This is an optimization exercise on Yosys and OpenROAD, whose aim is small area, a short achievable clock period and few clock cycles, not a production implementation. Only the layout flow was run in this run; the RTL was not checked for function there. No activity file was given, so power comes from the tool's default toggle rates.

**flow/config.mk**
```make
export PLATFORM = sky130hd
export DESIGN_NAME = mdu_sequencer
export DESIGN_NICKNAME = mdu_sequencer
export VERILOG_FILES = /design/flow/design.v
export SDC_FILE = /design/flow/constraint.sdc
export NUM_CORES = 4
export LEC_CHECK = 0
export ABC_AREA = 1
export CAP_MARGIN = 20
export CORE_MARGIN = 2
export CORE_UTILIZATION = 40
export SLEW_MARGIN = 20
```
**flow/constraint.sdc**
```tcl
create_clock -name core_clock -period 11.0 [get_ports {clk}]
set_input_delay 2.2000 -clock core_clock [delete_from_list [all_inputs] [get_ports {clk}]]
set_output_delay 2.2000 -clock core_clock [all_outputs]
set_load 0.01 [all_outputs]
```
**flow/design.v**
```verilog
module mdu_sequencer (
    input  logic        clk,
    input  logic        rst,
    input  logic        startE,
    input  logic        mulOrdivE,
    input  logic        mdIsSignE,
    input  logic [31:0] srcaE,
    input  logic [31:0] srcbE,
    input  logic        flushE,
    input  logic        advE,
    output logic        stallMdE,
    output logic        readyE,
    output logic [31:0] hiE,
    output logic [31:0] loE
);
    typedef enum logic [2:0] {
        S_IDLE = 3'd0,
        S_MUL  = 3'd1,
        S_FR2  = 3'd2,
        S_PSUB = 3'd3,
        S_FREE = 3'd4,
        S_DIV  = 3'd5,
        S_FR6  = 3'd6,
        S_DONE = 3'd7
    } state_t;
    state_t       st_q, st_d;
    logic [32:0]  h_q, h_d;       
    logic [31:0]  l_q, l_d;       
    logic [32:0]  y_q, y_d;       
    logic         bs1_q, bs1_d;   
    logic         bs2_q, bs2_d;   
    logic         bn_q, bn_d;     
    logic         last_q, last_d; 
    logic         busy_q, idle_q, done_q;
    logic         m_mul_q, m_sub_q;    
    logic         first_q, first_d;    
    logic         dneg_q, dneg_d;      
    logic         bzero_q, bzero_d;    
    logic [4:0]   cnt_q, cnt_d;   
    logic [1:0]   mcls_q, mcls_d; 
    logic         sgn_q, sgn_d;
    logic         bneg_q, bneg_d;
    logic         aneg_q, aneg_d;       
    logic         dsub_q, dsub_d;       
    logic         qneg_q, qneg_d;
    function automatic [1:0] lz4(input [3:0] x);
        lz4 = x[3] ? 2'd0 : x[2] ? 2'd1 : x[1] ? 2'd2 : 2'd3;
    endfunction
    function automatic [2:0] lz8(input [7:0] x);
        lz8 = (x[7:4] != 4'd0) ? {1'b0, lz4(x[7:4])} : {1'b1, lz4(x[3:0])};
    endfunction
    function automatic [3:0] lz16(input [15:0] x);
        lz16 = (x[15:8] != 8'd0) ? {1'b0, lz8(x[15:8])} : {1'b1, lz8(x[7:0])};
    endfunction
    function automatic [5:0] lz32(input [31:0] x);
        if (x == 32'd0)                lz32 = 6'd32;
        else if (x[31:16] != 16'd0)    lz32 = {2'b00, lz16(x[31:16])};
        else                           lz32 = {2'b01, lz16(x[15:0])};
    endfunction
    logic        a_neg, b_neg;
    logic [31:0] ua, ub;
    logic [1:0]  cls_a, cls_b, cls;
    logic        swap;
    logic [31:0] ysrc;
    always_comb begin
        a_neg = mdIsSignE & srcaE[31];
        b_neg = mdIsSignE & srcbE[31];
        ua    = a_neg ? ~srcaE : srcaE;
        ub    = b_neg ? ~srcbE : srcbE;
        cls_a = (ua[31:9] == '0) ? 2'd0 : (ua[31:17] == '0) ? 2'd1 : 2'd2;
        cls_b = (ub[31:9] == '0) ? 2'd0 : (ub[31:17] == '0) ? 2'd1 : 2'd2;
        swap  = mulOrdivE | (cls_a < cls_b);     
        cls   = swap ? cls_a : cls_b;
        ysrc  = swap ? srcbE : srcaE;
    end
    logic [5:0]  lza, lzb;
    logic [6:0]  dlen;
    logic [4:0]  dsh;
    logic        dneg, bzero;
    logic [4:0]  ysa;
    logic [32:0] ysh;
    always_comb begin
        lza   = lz32(ua) - {5'd0, a_neg};
        lzb   = lz32(ub);
        bzero = (srcbE == '0);
        dlen  = {1'b0, lzb} - {1'b0, lza};       
        dneg  = dlen[6];
        dsh   = dlen[5] ? 5'd31 : dlen[4:0];
        ysa   = first_q ? cnt_q : 5'd0;
        ysh   = y_q << ysa;
    end
    logic        nb1, nb0, npb;
    logic [34:0] mag;
    logic        inv_b;
    logic [34:0] add_a, add_b;
    logic [34:0] sum;
    logic        fits;
    function automatic [34:0] add35(input [34:0] a, input [34:0] b, input c);
        logic [34:0] g, p;
        logic [35:0] cy;
        logic [8:0]  gg, gp, pg, pp, tg, tp;
        logic [9:0]  gc;
        integer i, j, k;
        begin
            g = a & b;
            p = a ^ b;
            for (i = 0; i < 9; i = i + 1) begin
                gg[i] = 1'b0;
                gp[i] = 1'b1;
                for (j = 0; j < 4; j = j + 1) begin
                    if (4 * i + j < 35) begin
                        gg[i] = g[4*i+j] | (p[4*i+j] & gg[i]);
                        gp[i] = gp[i] & p[4*i+j];
                    end
                end
            end
            gg[0] = gg[0] | (gp[0] & c);
            gp[0] = 1'b0;
            pg = gg; pp = gp;
            for (k = 1; k < 9; k = k * 2) begin
                tg = pg; tp = pp;
                for (i = k; i < 9; i = i + 1) begin
                    tg[i] = pg[i] | (pp[i] & pg[i-k]);
                    tp[i] = pp[i] & pp[i-k];
                end
                pg = tg; pp = tp;
            end
            gc[0] = c;
            for (i = 0; i < 9; i = i + 1) gc[i+1] = pg[i];
            for (i = 0; i < 35; i = i + 1) begin
                if (i % 4 == 0) cy[i] = gc[i/4];
                else            cy[i] = g[i-1] | (p[i-1] & cy[i-1]);
            end
            add35 = p ^ cy[34:0];
        end
    endfunction
    always_comb begin
        if (cnt_q == 5'd1 && mcls_q == 2'd2) begin
            nb1 = sgn_q & l_q[1];
            nb0 = sgn_q & l_q[1];
        end else begin
            nb1 = l_q[3];
            nb0 = l_q[2];
        end
        npb = l_q[1];
        case ({m_mul_q, m_sub_q})
            2'b10: begin
                mag   = bs2_q ? {y_q[32], y_q, 1'b0} : (bs1_q ? {{2{y_q[32]}}, y_q} : 35'd0);
                inv_b = bn_q;
            end
            default: begin
                mag   = {{2{ysh[32]}}, ysh};
                inv_b = dsub_q;
            end
        endcase
        add_a = {{2{h_q[32]}}, h_q};
        add_b = mag ^ {35{inv_b}};
        sum   = add35(add_a, add_b, inv_b);
        fits  = aneg_q ? (sum[34] | (sum == 35'd0)) : ~sum[34];
    end
    logic [66:0] pfull;
    logic [66:0] psh;
    state_t      fix_st;
    always_comb begin
        st_d    = st_q;
        h_d     = h_q;
        l_d     = l_q;
        y_d     = y_q;
        bs1_d   = bs1_q;
        bs2_d   = bs2_q;
        bn_d    = bn_q;
        last_d  = last_q;
        cnt_d   = cnt_q;
        mcls_d  = mcls_q;
        sgn_d   = sgn_q;
        bneg_d  = bneg_q;
        aneg_d  = aneg_q;
        dsub_d  = dsub_q;
        qneg_d  = qneg_q;
        first_d = 1'b0;
        dneg_d  = dneg_q;
        bzero_d = bzero_q;
        fix_st = S_DONE;
        pfull = {sum, l_q};
        psh   = 'x;
        case (st_q)
            S_IDLE: begin
                if (startE && !flushE) begin
                    sgn_d  = mdIsSignE;
                    bneg_d = b_neg;
                    aneg_d = a_neg;
                    dsub_d = ~(a_neg ^ b_neg);
                    qneg_d = (a_neg ^ b_neg) & mulOrdivE;
                    bs1_d  = (swap ? srcaE[0] : srcbE[0]);
                    bs2_d  = (swap ? srcaE[1] & ~srcaE[0] : srcbE[1] & ~srcbE[0]);
                    bn_d   = (swap ? srcaE[1] : srcbE[1]);
                    last_d = 1'b0;
                    dneg_d  = dneg;
                    bzero_d = bzero;
                    h_d    = mulOrdivE ? {a_neg, srcaE} : 33'd0;
                    y_d    = {mdIsSignE & ysrc[31], ysrc};
                    mcls_d = cls;
                    if (!mulOrdivE) begin
                        l_d   = swap ? srcaE : srcbE;
                        cnt_d = (cls == 2'd0) ? 5'd4 : (cls == 2'd1) ? 5'd8 : 5'd16;
                        st_d  = S_MUL;
                    end else begin
                        l_d   = {32{bzero & ~(a_neg ^ b_neg)}};
                        cnt_d = dsh;
                        if (a_neg ^ b_neg)        st_d = S_PSUB;
                        else if (bzero || dneg)   st_d = S_DONE;
                        else begin
                            st_d    = S_DIV;
                            first_d = 1'b1;
                        end
                    end
                end
            end
            S_MUL: begin
                bs1_d  = nb0 ^ npb;
                bs2_d  = (nb1 & ~nb0 & ~npb) | (~nb1 & nb0 & npb);
                bn_d   = nb1;
                last_d = (cnt_q == 5'd1);
                if (!last_q) begin
                    psh = {{2{pfull[66]}}, pfull[66:2]};
                    cnt_d = cnt_q - 5'd1;
                end else begin
                    case (mcls_q)
                        2'd0:    psh = {{24{pfull[66]}}, pfull[66:24]};
                        2'd1:    psh = {{16{pfull[66]}}, pfull[66:16]};
                        default: psh = pfull;
                    endcase
                    st_d = S_DONE;
                end
                h_d  = psh[64:32];
                l_d  = psh[31:0];
                if (flushE) st_d = S_IDLE;
            end
            S_PSUB: begin
                l_d = {{31{fits & ~bzero_q}}, fits};
                if (fits) begin
                    h_d  = sum[32:0];
                    if (bzero_q) st_d = fix_st;
                    else begin
                        st_d    = S_DIV;
                        first_d = 1'b1;
                    end
                end else begin
                    st_d = fix_st;
                end
                if (flushE) st_d = S_IDLE;
            end
            S_DIV: begin
                if (fits) h_d = sum[32:0];
                l_d   = {l_q[30:0], fits ^ qneg_q};
                y_d   = {ysh[32], ysh[32:1]};
                cnt_d = cnt_q - 5'd1;
                if (cnt_q == 5'd0) st_d = fix_st;
                if (flushE) st_d = S_IDLE;
            end
            S_DONE: begin
                if (flushE || advE) st_d = S_IDLE;
            end
            default: st_d = S_IDLE;
        endcase
    end
    always_ff @(posedge clk or posedge rst) begin
        if (rst) begin
            st_q   <= S_IDLE;
            idle_q <= 1'b1;
            busy_q <= 1'b0;
            done_q <= 1'b0;
            m_mul_q <= 1'b0;
            m_sub_q <= 1'b0;
        end else begin
            m_mul_q <= (st_d == S_MUL);
            m_sub_q <= (st_d == S_PSUB) || (st_d == S_DIV);
            st_q   <= st_d;
            idle_q <= (st_d == S_IDLE);
            busy_q <= (st_d != S_IDLE) && (st_d != S_DONE);
            done_q <= (st_d == S_DONE);
        end
    end
    always_ff @(posedge clk) begin
        h_q    <= h_d;
        l_q    <= l_d;
        y_q    <= y_d;
        bs1_q  <= bs1_d;
        bs2_q  <= bs2_d;
        bn_q   <= bn_d;
        last_q <= last_d;
        cnt_q  <= cnt_d;
        mcls_q <= mcls_d;
        sgn_q  <= sgn_d;
        bneg_q <= bneg_d;
        aneg_q <= aneg_d;
        dsub_q <= dsub_d;
        qneg_q <= qneg_d;
        first_q <= first_d;
        dneg_q <= dneg_d;
        bzero_q <= bzero_d;
    end
    assign stallMdE = busy_q | (idle_q & startE & ~flushE);
    assign readyE   = done_q;
    assign hiE    = h_q[31:0];
    assign loE    = l_q;
endmodule
```
**flow/flow/run.sh**
```bash
#!/bin/bash
set -euo pipefail
MARGIN=5.8
sed 's/"\${@:-finish}"/SETUP_SLACK_MARGIN='"$MARGIN"' "${@:-finish}"/' standard.sh > standard_margin.sh
grep -q "SETUP_SLACK_MARGIN=$MARGIN" standard_margin.sh
bash standard_margin.sh > flow_standard.log 2>&1
```
**flow/standard.sh**
```bash
#!/bin/bash
# synth_recipe.tcl (not shown) runs the flow's synth.tcl, then flattens the netlist and writes it again
# the make line also repeats each setting of config.mk as NAME=value (left out here)
make -C /OpenROAD-flow-scripts/flow DESIGN_CONFIG=/design/flow/config.mk WORK_HOME=/design/flow/orfs CLKGATE_MAP_FILE= SYNTH_SCRIPT=/design/flow/synth_recipe.tcl "${@:-finish}"
```
==> summary.txt <==
fillers=around 3400; Die W=192.3 µm; Mapped Area=between 0.01 and 0.015 mm²; Mean Syn Cell Area=just under 7 µm²; Net Switching=0.004098 W; Area growth, synth to finish=37.35%; Main synth FF type=edfxtp_1; via count of the first global-routing pass=around 15000; Core Area=~0.035 mm²; Rows=68; Least-Margin Pin Slew=1.111 ns; Tcrit/Tclk final=0.5612; Gate power share=0.783; first-pass GRT wire length=a little over 100000 µm; worst setup path class=reg -> reg; area leader, netlist=edfxtp_1; Placer Congestion=1.060; CTS max path bufs=2; Clk pin slew, worst setup/hold paths=0.06 ns; layout cells sized above 1=0.2812; Cells after Synth=2101; Area contributors post-synth=edfxtp_1 24%, nand2_1 13%, o21ai_0 9.0%; Ant. Diodes=0; number of synthesized flops with an enable pin=114; clk_skew=roughly 0.014 ns; Via-to-Cell Ratio=6.182; DR pass1 iterations=6; Final TNS setup=0 ns; Nets=roughly 2400; Sw Ratio=0.5420; Ports=137; CP max-delay cell=fa_2; clock share of power=0.076; Clock Latency Late Sink=0.44 ns; CP max stage delay=~0.46 ns; sequential-to-total area share from yosys stat=0.2569; mux contribution to synthesized area=0.002910; GRT Total Usage=0.3817; Initial DRC Count=2186; fin crit period=a little over 6 ns; FF+latch count, synth=123; Pleak=8.122 nW; H-tree depth=4; cell mode on critical path=buf_6; post-synth top area share=0.2413; commonest non-fill, non-tap cell in the layout=nand2_1; most frequent cells in the layout=419 x nand2_1, 198 x inv_1, 149 x o21ai_0, 136 x buf_4, 124 x nor2_1; R2R depth=38; P_int=0.003462 W; RSZ-0062 raised after global routing=true; largest family of logic cells by synthesized area=compound AO/OA/AOI/OAI gates; Slew Limit Headroom=0.2568; clock sinks=between 100 and 150; worst hold path type=reg -> reg; largest net degree at the start of global routing=90; Final Hold Violating Endpoints=0; DP HPWL=52250 µm; WP data arrival=~6.4 ns; die height=around 190 µm; Worst Setup End Kind=register; number of routed nets with antenna violations=0; Pwr Density=387.9 mW/mm²; post-synthesis adder-cell area fraction=0.07602; Max-Cap Viols=0; total die area=0.03699 mm²; Max Freq=roughly 160 MHz; Overflow after GRT=0; Routed WL=about 73000 µm; status=complete, no violations; Hold Crit Depth=2; clock root buffer=clkbuf_16; Finished Layout Cells=2763; cts bufs inserted=17; Initial Util=0.4087; WL per Instance=approximately 26 µm; CP Data Required Time=around 11 ns; Simple-Gate Fraction of Synth Area=0.2264; CP max FO=7; sequential power share=0.141; VDD IR-drop max=around 0.34 mV; Unique masters post-synth=between 50 and 60; antenna violations before repair=1; Startpoint Class=register; post-synth net total=between 2000 and 2500; Final Max Tran Viols=0; CTS tree=built; final count of negative-setup-slack endpoints=0; ys async rst share=0.06504; Port Buffers=136; YS warnings=1; post-synthesis compound-gate area fraction=0.2753; Remaining DRCs=0; vias=17080; Placed Cells=between 2000 and 3000; XOR/XNOR Fraction of Synth Area=0.03148
layout make-up:
type / count / area [µm²] / area share
Multi-Input combinational cell: 1569 / 10600 / 0.5440
Sequential cell: 123 / 3649 / 0.1872
Timing Repair Buffer: 312 / 2967 / 0.1522
Inverter: 266 / 1076 / 0.05522
Tap cell: 455 / 569.3 / 0.02922
Clock buffer: 17 / 425.4 / 0.02183
Clock inverter: 15 / 148.9 / 0.007641
Timing Repair inverter: 6 / 50.05 / 0.002568
registers in the layout, indices dropped and copies added, names as in the netlist, 2 cells and up:
| register | cells |
|---|---|
| st_q | 3 |
| mcls_q | 2 |
| h_q | 33 |
| y_q | 33 |
| l_q | 32 |
| cnt_q | 5 |
cells in the mapped netlist (4+ instances only):
| cell | number |
|---|---|
| or2_2 | 14 |
| o21ai_1 | 31 |
| buf_2 | 14 |
| fa_1 | 27 |
| nor3_1 | 11 |
| clkinv_1 | 7 |
| edfxtp_1 | 114 |
| nand4_1 | 13 |
| o21bai_1 | 4 |
| clkbuf_1 | 87 |
| a31oi_1 | 6 |
| buf_1 | 5 |
| o211ai_1 | 63 |
| nor4_1 | 9 |
| o21ai_0 | 254 |
| inv_2 | 5 |
| a221oi_1 | 6 |
| a21oi_1 | 118 |
| xor2_1 | 50 |
| nor2_1 | 155 |
| inv_1 | 253 |
| nand3_1 | 78 |
| o22ai_1 | 58 |
| buf_4 | 38 |
| nand2_2 | 5 |
| a32oi_1 | 6 |
| a21oi_2 | 10 |
| nand2_1 | 476 |
| nor2_2 | 10 |
| buf_6 | 13 |
| a22oi_1 | 5 |
| dfrtp_1 | 7 |
| o221ai_1 | 70 |
| ha_1 | 43 |
worst max-delay path: cells and delay by family (launching register included):
family / cells / cell delay (ns)
adder cells (fa/ha/maj): 4 / 1.27
buffers and inverters: 19 / 2.23
XOR/XNOR: 1 / 0.22
AO/OA/AOI/OAI: 8 / 1.34
flip-flops: 1 / 0.44
AND/OR/NAND/NOR: 6 / 0.47
power by group through the flow:
stage	Sequential, W	Clock (W)	Combinational (W)
2_1_floorplan	0.000986	0	0.00263
3_3_place_gp	0.00106	0	0.00414
3_5_place_dp	0.00106	0	0.00416
4_1_cts	0.00105	0.000572	0.00486
5_1_grt	0.00108	0.000594	0.00623
6_report	0.00106	0.000574	0.00592
repair_timing:
| item | 4_1_cts | 5_1_grt |
|---|---|---|
| gates cloned | 19 | 7 |
| hold buffers | 0 | 0 |
| setup endpoints to repair | 148 | 121 |
| hold endpoints to repair | 0 | 0 |
| setup buffers | 91 | 59 |
| pin swaps | 79 | 62 |
| gates resized for setup | 465 | 258 |
stage by stage:
stage / util / setup WS (ns) / hold WS (ns) / instance area, µm² / power (W)
2_1_floorplan: - / 5.491 / 0.5566 / 14370 / 0.003618
3_3_place_gp: 0.4478 / 3.077 / 0.7032 / 15550 / 0.005199
3_5_place_dp: 0.4478 / 2.966 / 0.7435 / 15550 / 0.005215
4_1_cts: 0.5209 / 5.094 / 0.7629 / 18080 / 0.006480
5_1_grt: 0.5613 / 4.719 / 0.7843 / 19490 / 0.007906
6_report: 0.5613 / 4.827 / 0.7531 / 19490 / 0.007559
path summary, 6_finish.rpt:
kind / from / end / slack (ns)
min: cnt_q[3]$_DFFE_PP_ / cnt_q[3]$_DFFE_PP_ / 0.75
max: cnt_q[1]$_DFFE_PP_ / h_q[2]$_DFFE_PP_ / 4.83
max reg2reg: cnt_q[1]$_DFFE_PP_ / h_q[2]$_DFFE_PP_ / 4.83
min in group asynchronous: rst / done_q$_DFF_PP0_ / 2.01
min reg2reg: cnt_q[3]$_DFFE_PP_ / cnt_q[3]$_DFFE_PP_ / 0.75
max in group asynchronous: rst / idle_q$_DFF_PP1_ / 8.72
cells by family after synthesis:
logic type | after synthesis
xor gates and xnor gates | 51
and+or+nand+nor | 779
buffers and inverters | 425
AOI/OAI and AO/OA | 649
adders and majority gates | 70
DFF | 123
muxes | 4
routing by layer:
layer  global-route usage  routed length, µm  vias to the layer above
met3              0.07965               7953                      210
li1                     -                  -                     7626
met2               0.5773              31340                     1162
met1               0.5160              29140                     8080
met4               0.1905               4109                        2
met5                    0                 13                        -

[separate check: timing with driven ports]
No port has a modelled driver above. Below, the same layout with a new extraction and two added sets of constraints.
Step 1, drivers: a clkbuf_16 drives clk and a buf_2 each remaining input, both assumed.
Step 2 adds t to the input delays and takes it off the output delays; t is the mean of the earliest and latest rising clock arrival at the registers after step 1. Input paths then give back, and output paths get back, about the clock's delay inside the block.
a / b / c = ideal / step 1 / step 2; a / b = the first two.
t (ns): 0.483
setup slack, ns: 4.827 / 4.827 / 4.827
latest minus earliest clock arrival (ns): 0.014 / 0.014
worst register clock-pin slew, ns: 0.07 / 0.07
After both steps setup and hold are still met in this run. For this run, drivers alone change the setup slack by 0.000 ns; drivers and shift together by 0.000 ns.
